This is an optimization exercise on Yosys and OpenROAD, whose aim is small area, a short achievable clock period and few clock cycles per item, not a production implementation. Function was checked by simulation only, so behaviour that the tests miss may differ from the original. Power figures rest on the tool's default switching activity, not on a simulated workload.

Setup of P:
// execTop
module execTop (
	input logic clk,
	input logic rst,
	input logic start,
	input logic [2:0] op,  
	input logic [31:0] opA,
	input logic [31:0] opB,
	output logic [31:0] result,
	output logic neq,
	output logic lt,
	output logic done,
	output logic busy
);
	execPkg::word_t latA;
	execPkg::word_t latB;
	logic [2:0] latOp;
	logic [execPkg::mulDigits-1:0] digOne;
	logic [execPkg::mulDigits-1:0] digTwo;
	logic [execPkg::mulDigits-1:0] digNeg;
	execPkg::word_t aluSum;
	execPkg::word_t aluCarry;
	logic aluCin;
	logic aluNeq;
	logic aluLt;
	execPkg::word_t nextSum;
	execPkg::word_t nextCarry;
	execPkg::word_t accSum;
	execPkg::word_t accCarry;
	logic firstStep;
	execControl control (
		.clk(clk),
		.rst(rst),
		.start(start),
		.op(op),
		.opA(opA),
		.opB(opB),
		.latA(latA),
		.latB(latB),
		.latOp(latOp),
		.digOne(digOne),
		.digTwo(digTwo),
		.digNeg(digNeg),
		.aluSum(aluSum),
		.aluCarry(aluCarry),
		.aluCin(aluCin),
		.aluNeq(aluNeq),
		.aluLt(aluLt),
		.nextSum(nextSum),
  ...
Settings: LEC_CHECK=0, ABC_AREA=1, CAP_MARGIN=20, CORE_MARGIN=2, CORE_UTILIZATION=40, SETUP_SLACK_MARGIN=3.0, SLEW_MARGIN=20; clock period 6.0 ns.
run.sh (not shown) runs the stock make flow with config.mk's settings and CLKGATE_MAP_FILE= SYNTH_SCRIPT=/design/flow/synth_recipe.tcl, a recipe that flattens the netlist after the stock synthesis.
Testbench counts of P, summed over its fixed seeds: cycles 15,655, ops 12,000.
--- input diff P..Q ---
- GPL_ROUTABILITY_DRIVEN newly set to 0
## What came out
Q completed every stage of the flow, and the final layout passed the timing, DRC and antenna checks. P has higher power per cell area than Q. Compared with P, Q shows a sequential share of layout area that is 0.21 points lower. I/O pin total: P vs Q identical. Looking at utilization, Q sits 0.36 points above P. Total non-filler cell area in the finished layout: Q vs P up 0.78%. Power was higher in P than in Q.

* * *

## old
Another version of the RTL of execTop (not shown whole).
Size: roughly 2,300 cells after synthesis, ~110 I/O pins, roughly 17,000 um2 of cells after synthesis.
## execTop
module execTop (
	input logic clk,
	input logic rst,
	input logic start,
	input logic [2:0] op,  
	input logic [31:0] opA,
	input logic [31:0] opB,
	output logic [31:0] result,
	output logic neq,
	output logic lt,
	output logic done,
	output logic busy
);
	execPkg::word_t latA;
	execPkg::word_t latB;
	logic [2:0] latOp;
	logic [execPkg::mulDigits-1:0] digOne;
	logic [execPkg::mulDigits-1:0] digTwo;
	logic [execPkg::mulDigits-1:0] digNeg;
	execPkg::word_t aluSum;
	execPkg::word_t aluCarry;
	logic aluCin;
	logic aluNeq;
	logic aluLt;
	execPkg::word_t nextSum;
	execPkg::word_t nextCarry;
	execPkg::word_t accSum;
	execPkg::word_t accCarry;
	logic firstStep;
	execControl control (
		.clk(clk),
		.rst(rst),
		.start(start),
		.op(op),
		.opA(opA),
		.opB(opB),
		.latA(latA),
		.latB(latB),
		.latOp(latOp),
		.digOne(digOne),
		.digTwo(digTwo),
		.digNeg(digNeg),
		.aluSum(aluSum),
		.aluCarry(aluCarry),
		.aluCin(aluCin),
		.aluNeq(aluNeq),
		.aluLt(aluLt),
		.nextSum(nextSum),
		.nextCarry(nextCarry),
		.accSum(accSum),
		.accCarry(accCarry),
		.firstStep(firstStep),
		.result(result),
		.neq(neq),
		.lt(lt),
		.done(done),
		.busy(busy)
	);
  ...
Settings: LEC_CHECK=0, ABC_AREA=1, CAP_MARGIN=20, CORE_MARGIN=2, CORE_UTILIZATION=40, SLEW_MARGIN=20; clock period 6.0 ns.
old finished every stage and its layout cleared the timing, DRC and antenna checks.
Testbench counts of old, summed over its fixed seeds: cycles 15,655, ops 12,000.
Changes in new relative to old:
-- flow/config.mk --
<<< old, line 11
export CORE_UTILIZATION = 40
export SLEW_MARGIN = 20
>>> new, line 11
export CORE_UTILIZATION = 40
export SETUP_SLACK_MARGIN = 3.0
export SLEW_MARGIN = 20
export TNS_END_PERCENT = 5
[summary]
new ended up with a higher global-route usage than old did.
When new is set beside old, its combinational power share turns out to be 0.4 points larger.
[compare] base=old new=new: fmax higher; count of clock-net buffers in the final layout ~0 delta; clock-pin transition on the worst setup and hold timing paths neither gained nor lost much.
A destination of the critical timing path of control.accCarry[23] is what old shows, while control.accCarry[22] belongs to new.
Of old and new, the higher power density relative to cell area belongs to old.
Cell area | new above old
On first-iteration detailed-routing DRC count, new does better than old.
Compare old and new | delay contributed by the slowest stage of the critical path lower: new

* * *

execTop with an RTL version that a note above also has.
Size: roughly 2200 cells after synthesis.
clock: 6.0 ns
lec_check: 0
abc_area: 1
cap_margin: 20
core_margin: 2
core_utilization: 40
cts_buf_list: sky130_fd_sc_hd__clkbuf_4 sky130_fd_sc_hd__clkbuf_8
setup_slack_margin: 3.0
slew_margin: 20
The starting point produced a clean layout.
Testbench counts at the start, summed over its fixed seeds: cycles 15,655, ops 12,000.
Change:
CTS_BUF_LIST = sky130_fd_sc_hd__clkbuf_8   (was sky130_fd_sc_hd__clkbuf_4 sky130_fd_sc_hd__clkbuf_8)
=> First-iteration DRC count is unchanged; sequential cell count does not change; worst setup slack is unchanged; hold slack stays the same; die area does not change; non-clock buffer count is unchanged; clock skew does not change; global-route usage does not change.

* * *

execTop with an RTL version that a note above also has.
For scale: about 2300 cells after synthesis, ~180 flip-flops, ~110 I/O pins.
export LEC_CHECK = 0
export ABC_AREA = 1
export CAP_MARGIN = 20
export CORE_MARGIN = 2
export CORE_UTILIZATION = 40
export SETUP_SLACK_MARGIN = 3.0
export SLEW_MARGIN = 20
create_clock -name core_clock -period 6.0 [get_ports {clk}]
The first run passed the timing, DRC and antenna checks.
Testbench counts at the start, summed over its fixed seeds: cycles 15,655, ops 12,000.
Rerun with:
Settings changed: CORE_UTILIZATION 40 to 55.
After rerunning:
- The new run passed the timing, DRC and antenna checks
- cell area is lower by 0.47%
- power came out lower by 0.86%
- wire length drops by 4.3%
- area after synthesis is unchanged
- die area decreases by 27%
- clock-buffer cell count drops by 3
- flip-flop and latch count does not change
Rerun with:
Settings changed: CORE_UTILIZATION 55 to 40, CTS_BUF_LIST set to sky130_fd_sc_hd__clkbuf_4 sky130_fd_sc_hd__clkbuf_8.
Outcome: Cell area shrinks by about 0.38%; setup slack improves by 0.0069 ns; power came out lower by 3.8%; global-route usage came out lower by 8.9 points; flip-flop and latch count is unchanged; fmax barely changes; routed wire length rises by about 4.7%; clock power went down by about 23%; cell count went up by about 4.7%; die area came out higher by 37%.

## port drivers added, routing unchanged
The flow's constraints put no driver on any port. The routed layouts listed below were extracted and timed again, unchanged, in two steps.
Step 1 sets driving cells, clkbuf_16 on the clock port and buf_2 on the other inputs (assumed; they add their load-dependent delay and slew).
Step 2 also shifts input and output timing later by t, the mid clock arrival at the registers, as if the neighbouring blocks saw the same clock.
Three values: ideal, step 1, step 2; two values: the first two.
run	t, ns	slack for setup (ns)	hold WS [ns]	latest minus earliest clock arrival (ns)	worst register clock-pin slew, ns
P	0.528	3.030 / 3.030 / 2.623	0.356 / 0.356 / 0.356	0.015 / 0.015	0.08 / 0.08
Q	0.522	3.032 / 3.032 / 2.564	0.351 / 0.351 / 0.351	0.019 / 0.019	0.09 / 0.09
old	0.561	2.379 / 2.379 / 2.379	0.351 / 0.351 / 0.351	0.024 / 0.024	0.08 / 0.08
new	0.555	2.823 / 2.823 / 2.675	0.350 / 0.350 / 0.350	0.022 / 0.021	0.08 / 0.08
the first run of note 3	0.583	3.005 / 3.005 / 2.608	0.364 / 0.364 / 0.364	0.025 / 0.025	0.12 / 0.12
the second run of note 3	0.583	3.005 / 3.005 / 2.608	0.364 / 0.364 / 0.364	0.025 / 0.025	0.12 / 0.12
the first run of note 4	0.554	3.046 / 3.046 / 2.625	0.351 / 0.351 / 0.351	0.020 / 0.021	0.08 / 0.08
the second run of note 4	0.524	2.992 / 2.992 / 2.992	0.384 / 0.384 / 0.384	0.021 / 0.021	0.09 / 0.09
the third run of note 4	0.635	2.999 / 2.999 / 2.648	0.358 / 0.358 / 0.358	0.026 / 0.027	0.11 / 0.11
After both steps every run listed still meets setup and hold. For Q, which loses most, drivers alone change the setup slack by 0.000 ns; drivers and shift together by -0.468 ns.
